From an optimization exercise on the open Yosys and OpenROAD flow, aimed at small area; shortcuts taken in it are not production practice.
Only simulation tests tie the RTL to the original design; equivalence was not proved.

==> run a <==
==> flow/design.v <==
module cam #(
    parameter int DATA_WIDTH  = 32,
    parameter int DEPTH       = 32,
    parameter int INDEX_WIDTH = 5
) (
    input  logic                   clk,
    input  logic                   reset,
    input  logic                   read,
    input  logic [INDEX_WIDTH-1:0] read_index,
    input  logic                   write,
    input  logic [INDEX_WIDTH-1:0] write_index,
    input  logic [DATA_WIDTH-1:0]  write_data,
    input  logic                   search,
    input  logic [DATA_WIDTH-1:0]  search_data,
    output logic                   read_valid,
    output logic [DATA_WIDTH-1:0]  read_value,
    output logic                   search_valid,
    output logic [INDEX_WIDTH-1:0] search_index
);
    logic [DATA_WIDTH-1:0] entry_data [DEPTH];
    logic [DEPTH-1:0]      entry_valid;
    logic [DEPTH-1:0]      match;
    logic [DEPTH-1:0]      wsel, whold, rsel;
    logic [3:0] wlo, rlo;
    logic [7:0] whi, rhi;
    always_comb begin
        for (int k = 0; k < 4; k++) begin
            wlo[k] = write && (write_index[1:0] == 2'(k));
            rlo[k] = read  && (read_index[1:0]  == 2'(k));
        end
        for (int k = 0; k < 8; k++) begin
            whi[k] = (write_index[4:2] == 3'(k));
            rhi[k] = (read_index[4:2]  == 3'(k));
        end
        for (int i = 0; i < DEPTH; i++) begin
            wsel[i]  = wlo[i % 4] && whi[i / 4];
            whold[i] = !wsel[i];
            rsel[i]  = rlo[i % 4] && rhi[i / 4] && entry_valid[i];
        end
    end
    always_ff @(posedge clk) begin
        if (!reset)
            entry_valid <= '0;
        else
            entry_valid <= entry_valid | wsel;
    end
    for (genvar i = 0; i < DEPTH; i++) begin : g_row
        cam_row #(.W(DATA_WIDTH)) u_row (
            .clk(clk), .set(wsel[i]), .hold(whold[i]), .d(write_data),
            .valid(entry_valid[i]), .key(search_data),
            .q(entry_data[i]), .match(match[i]));
    end
    assign read_valid = |rsel;
    for (genvar j = 0; j < DATA_WIDTH; j++) begin : g_rd
        logic [DEPTH-1:0] col;
        for (genvar i = 0; i < DEPTH; i++) begin : g_col
            assign col[i] = entry_data[i][j];
        end
        cam_rdbit #(.N(DEPTH)) u_rd (.sel(rsel), .d(col), .y(read_value[j]));
    end
    cam_prio u_prio (.search(search), .m(match), .valid(search_valid), .idx(search_index));
endmodule
module cam_row #(
    parameter int W = 32
) (
    input  logic         clk,
    input  logic         set,
    input  logic         hold,
    input  logic [W-1:0] d,
    input  logic         valid,
    input  logic [W-1:0] key,
    output logic [W-1:0] q,
    output logic         match
);
    always_ff @(posedge clk)
        q <= ({W{set}} & d) | ({W{hold}} & q);
    assign match = valid && (q == key);
endmodule
module cam_rdbit #(
    parameter int N = 32    
) (
    input  logic [N-1:0] sel,
    input  logic [N-1:0] d,
    output logic         y
);
    logic [10:0] n;
    for (genvar g = 0; g < 10; g++) begin : g_aoi
        cam_aoi222 u_aoi (
            .a1(sel[3*g]),   .a2(d[3*g]),
            .b1(sel[3*g+1]), .b2(d[3*g+1]),
            .c1(sel[3*g+2]), .c2(d[3*g+2]),
            .y(n[g]));
    end
    cam_aoi22 u_aoi22 (.a1(sel[30]), .a2(d[30]), .b1(sel[31]), .b2(d[31]), .y(n[10]));
    assign y = ~&n;
endmodule
module cam_aoi222 (
    input  logic a1, a2, b1, b2, c1, c2,
    output logic y
);
    assign y = ~((a1 & a2) | (b1 & b2) | (c1 & c2));
endmodule
module cam_aoi22 (
    input  logic a1, a2, b1, b2,
    output logic y
);
    assign y = ~((a1 & a2) | (b1 & b2));
endmodule
module cam_prio (
    input  logic        search,
    input  logic [31:0] m,
    output logic        valid,
    output logic [4:0]  idx
);
    always_comb begin
        valid = 1'b0;
        idx   = '0;
        if (search) begin
            for (int i = 31; i >= 0; i--) begin
                if (m[i]) begin
                    valid = 1'b1;
                    idx   = 5'(i);
                end
            end
        end
    end
endmodule
==> flow/flow/run.sh <==
#!/bin/bash
set -euo pipefail
here=$(pwd)
export BUFFER_PORTS_ARGS="-buffer_cell sky130_fd_sc_hd__buf_1"
export CTS_ARGS="-sink_clustering_enable -repair_clock_nets -sink_clustering_size 24 -sink_clustering_max_diameter 120 -dont_use_dummy_load"
export POST_FLOORPLAN_TCL="$here/flow/downsize.tcl"
bash standard.sh finish > flow.log 2>&1
==> flow/flow/downsize.tcl <==
# Sized-down start for the resizer: every combinational cell that synthesis
# mapped at a drive strength above 1 is set back to its _1 variant when that
# is smaller. Flip-flops, latches, tie, tap and fill cells are left alone.
# repair_design and repair_timing in the later steps upsize again wherever
# slew, capacitance or timing needs it.
set n 0
set saved 0.0
foreach inst [[ord::get_db_block] getInsts] {
  set m [$inst getMaster]
  set name [$m getName]
  if {![regexp {^(sky130_fd_sc_hd__)([a-z0-9]+)_([0-9]+)$} $name -> pfx base drive]} { continue }
  if {$drive <= 1} { continue }
  if {[regexp {^(df|edf|sdf|sedf|dl|conb|tap|fill|decap|clk)} $base]} { continue }
  set small [get_lib_cells -quiet ${pfx}${base}_1]
  if {[llength $small] == 0} { continue }
  if {[get_property $small dont_use]} { continue }
  set nm [[ord::get_db] findMaster ${pfx}${base}_1]
  if {$nm eq "NULL"} { continue }
  set a0 [expr {[$m getWidth] * [$m getHeight]}]
  set a1 [expr {[$nm getWidth] * [$nm getHeight]}]
  if {$a1 >= $a0} { continue }
  replace_cell [$inst getName] ${pfx}${base}_1
  incr n
  set saved [expr {$saved + ($a0 - $a1) / 1e6}]
}
puts "downsize: resized $n instances, [format %.1f $saved] um2 smaller"
==> flow/standard.sh <==
#!/bin/bash
# synth_recipe.tcl (not shown) runs the flow's synth.tcl, then flattens the netlist and writes it again
# the make line also repeats each setting of config.mk as NAME=value (left out here)
make -C /OpenROAD-flow-scripts/flow DESIGN_CONFIG=/design/flow/config.mk WORK_HOME=/design/flow/orfs CLKGATE_MAP_FILE= SYNTH_SCRIPT=/design/flow/synth_recipe.tcl "${@:-finish}"
==> flow/config.mk <==
export PLATFORM = sky130hd
export DESIGN_NAME = cam
export DESIGN_NICKNAME = cam
export VERILOG_FILES = /design/flow/design.v
export SDC_FILE = /design/flow/constraint.sdc
export NUM_CORES = 4
export LEC_CHECK = 0
export CAP_MARGIN = 10
export CORE_MARGIN = 2
export CORE_UTILIZATION = 60
export CTS_CLUSTER_DIAMETER = 120
export CTS_CLUSTER_SIZE = 24
export SETUP_SLACK_MARGIN = 0.2
export SLEW_MARGIN = 10
export SYNTH_HIERARCHICAL = 1
==> flow/constraint.sdc <==
create_clock -name core_clock -period 8.0 [get_ports {clk}]
set_input_delay 1.6000 -clock core_clock [delete_from_list [all_inputs] [get_ports {clk}]]
set_output_delay 1.6000 -clock core_clock [all_outputs]
set_load 0.01 [all_outputs]
==> inputs of run b, as changes to run a <==
==> flow/design.v, changed modules only <==
module cam #(
    parameter int DATA_WIDTH  = 32,
    parameter int DEPTH       = 32,
    parameter int INDEX_WIDTH = 5
) (
    input  logic                   clk,
    input  logic                   reset,
    input  logic                   read,
    input  logic [INDEX_WIDTH-1:0] read_index,
    input  logic                   write,
    input  logic [INDEX_WIDTH-1:0] write_index,
    input  logic [DATA_WIDTH-1:0]  write_data,
    input  logic                   search,
    input  logic [DATA_WIDTH-1:0]  search_data,
    output logic                   read_valid,
    output logic [DATA_WIDTH-1:0]  read_value,
    output logic                   search_valid,
    output logic [INDEX_WIDTH-1:0] search_index
);
    logic [DATA_WIDTH-1:0] entry_data [DEPTH];
    logic [DEPTH-1:0]      entry_valid;
    logic [DEPTH-1:0]      match;
    logic [DEPTH-1:0]      wsel, whold, rsel;
    always_comb begin
        for (int i = 0; i < DEPTH; i++) begin
            wsel[i]  = write && (write_index == INDEX_WIDTH'(i));
            whold[i] = !wsel[i];
            rsel[i]  = read && (read_index == INDEX_WIDTH'(i)) && entry_valid[i];
        end
    end
    always_ff @(posedge clk) begin
        if (!reset)
            entry_valid <= '0;
        else if (write)
            entry_valid[write_index] <= 1'b1;
    end
    for (genvar i = 0; i < DEPTH; i++) begin : g_row
        cam_row #(.W(DATA_WIDTH)) u_row (
            .clk(clk), .set(wsel[i]), .hold(whold[i]), .d(write_data),
            .valid(entry_valid[i]), .key(search_data),
            .q(entry_data[i]), .match(match[i]));
    end
    assign read_valid = |rsel;
    for (genvar j = 0; j < DATA_WIDTH; j++) begin : g_rd
        logic [DEPTH-1:0] col;
        for (genvar i = 0; i < DEPTH; i++) begin : g_col
            assign col[i] = entry_data[i][j];
        end
        cam_rdbit #(.N(DEPTH)) u_rd (.sel(rsel), .d(col), .y(read_value[j]));
    end
    always_comb begin
        search_valid = 1'b0;
        search_index = '0;
        if (search) begin
            for (int i = DEPTH - 1; i >= 0; i--) begin
                if (match[i]) begin
                    search_valid = 1'b1;
                    search_index = INDEX_WIDTH'(i);
                end
            end
        end
    end
endmodule
// module cam_prio removed
--- a/flow/flow/run.sh
+++ b/flow/flow/run.sh
@@ -6,2 +6,3 @@
 export POST_FLOORPLAN_TCL="$here/flow/downsize.tcl"
+export RECOVER_POWER=100
 bash standard.sh finish > flow.log 2>&1
Settings changed: CAP_MARGIN 10 to 20, CORE_UTILIZATION 60 to 55, SLEW_MARGIN 10 to 20.
==> inputs of run c, as changes to run a <==
==> flow/design.v, changed modules only <==
module cam #(
    parameter int DATA_WIDTH  = 32,
    parameter int DEPTH       = 32,
    parameter int INDEX_WIDTH = 5
) (
    input  logic                   clk,
    input  logic                   reset,
    input  logic                   read,
    input  logic [INDEX_WIDTH-1:0] read_index,
    input  logic                   write,
    input  logic [INDEX_WIDTH-1:0] write_index,
    input  logic [DATA_WIDTH-1:0]  write_data,
    input  logic                   search,
    input  logic [DATA_WIDTH-1:0]  search_data,
    output logic                   read_valid,
    output logic [DATA_WIDTH-1:0]  read_value,
    output logic                   search_valid,
    output logic [INDEX_WIDTH-1:0] search_index
);
    logic [DATA_WIDTH-1:0] entry_data [DEPTH];
    logic [DEPTH-1:0]      entry_valid;
    logic [DEPTH-1:0]      match;
    logic [DEPTH-1:0]      wsel, whold, rsel;
    always_comb begin
        for (int i = 0; i < DEPTH; i++) begin
            wsel[i]  = write && (write_index == INDEX_WIDTH'(i));
            whold[i] = !wsel[i];
            rsel[i]  = read && (read_index == INDEX_WIDTH'(i)) && entry_valid[i];
        end
    end
    always_ff @(posedge clk) begin
        if (!reset)
            entry_valid <= '0;
        else if (write)
            entry_valid[write_index] <= 1'b1;
    end
    for (genvar i = 0; i < DEPTH; i++) begin : g_row
        cam_row #(.W(DATA_WIDTH)) u_row (
            .clk(clk), .set(wsel[i]), .hold(whold[i]), .d(write_data),
            .valid(entry_valid[i]), .key(search_data),
            .q(entry_data[i]), .match(match[i]));
    end
    assign read_valid = |rsel;
    for (genvar j = 0; j < DATA_WIDTH; j++) begin : g_rd
        logic [DEPTH-1:0] col;
        for (genvar i = 0; i < DEPTH; i++) begin : g_col
            assign col[i] = entry_data[i][j];
        end
        cam_rdbit #(.N(DEPTH)) u_rd (.sel(rsel), .d(col), .y(read_value[j]));
    end
    always_comb begin
        search_valid = 1'b0;
        search_index = '0;
        if (search) begin
            for (int i = DEPTH - 1; i >= 0; i--) begin
                if (match[i]) begin
                    search_valid = 1'b1;
                    search_index = INDEX_WIDTH'(i);
                end
            end
        end
    end
endmodule
// module cam_prio removed
==> flow/run.sh (new file) <==
#!/bin/bash
# synth_recipe.tcl (not shown) runs the flow's synth.tcl, then flattens the netlist and writes it again
# the make line also repeats each setting of config.mk as NAME=value (left out here)
make -C /OpenROAD-flow-scripts/flow DESIGN_CONFIG=/design/flow/config.mk WORK_HOME=/design/flow/orfs CLKGATE_MAP_FILE= SYNTH_SCRIPT=/design/flow/synth_recipe.tcl finish
Settings changed: CAP_MARGIN 10 to 20, CORE_UTILIZATION 60 to 55, SLEW_MARGIN 10 to 20.
removed: flow/flow/run.sh
removed: flow/flow/downsize.tcl
removed: flow/standard.sh
==> results.txt <==
Run b produced a layout that fails on max-capacitance violations, max-slew violations. Run a ran to the end with no violations. Run c completed without violations. The highest critical path depth belongs to run a, the lowest to run c. In run a the synthesized area is lower than in run b, by about 0.8%. The highest via count belongs to run c, the lowest to run b. The highest hold slack belongs to run c, the lowest to run a. The lowest final cell count belongs to run a, the highest to run c. Global-route usage: run a > run c > run b. Of run b and run c, run c has the higher count of clock-buffer cells in the layout (gap 2). Synthesized cell count is the same in run b and run c. Worst setup slack, highest first: run c, run a, run b. In clock skew, run c and run b do not differ. First-iteration DRC count: run c > run a > run b.

[port drivers added, routing unchanged]
In the flow no input, the clock included, has a driving cell. The finished layouts below were timed again as built, in two steps. Step 1: set_driving_cell puts a clkbuf_16 on clk and a buf_2 on each other input, an assumption about the parent block. Step 2 moves the port delays by t, midway between the first and last clock arrival at a register: inputs arrive t later, outputs are due t later. That takes back most of the time a late clock gives input paths. Three values: ideal, step 1, step 2; two values: the first two.
| run | shift t [ns] | setup slack, ns | hold WS [ns] | worst slew at a driven data input, ns | cell pins on the clock port's net |
|---|---|---|---|---|---|
| run a | 0.724 | 0.411 / 0.362 / 0.362 | 0.514 / 0.514 / 0.514 | 0.20 | 1 |
| run b | 0.744 | 0.346 / 0.213 / 0.213 | 0.524 / 0.524 / 0.524 | 0.27 | 1 |
| run c | 0.732 | 0.677 / 0.655 / 0.655 | 0.525 / 0.525 / 0.525 | 0.19 | 1 |
For run b, which loses most, drivers alone change the setup slack by -0.133 ns; drivers and shift together by -0.133 ns.
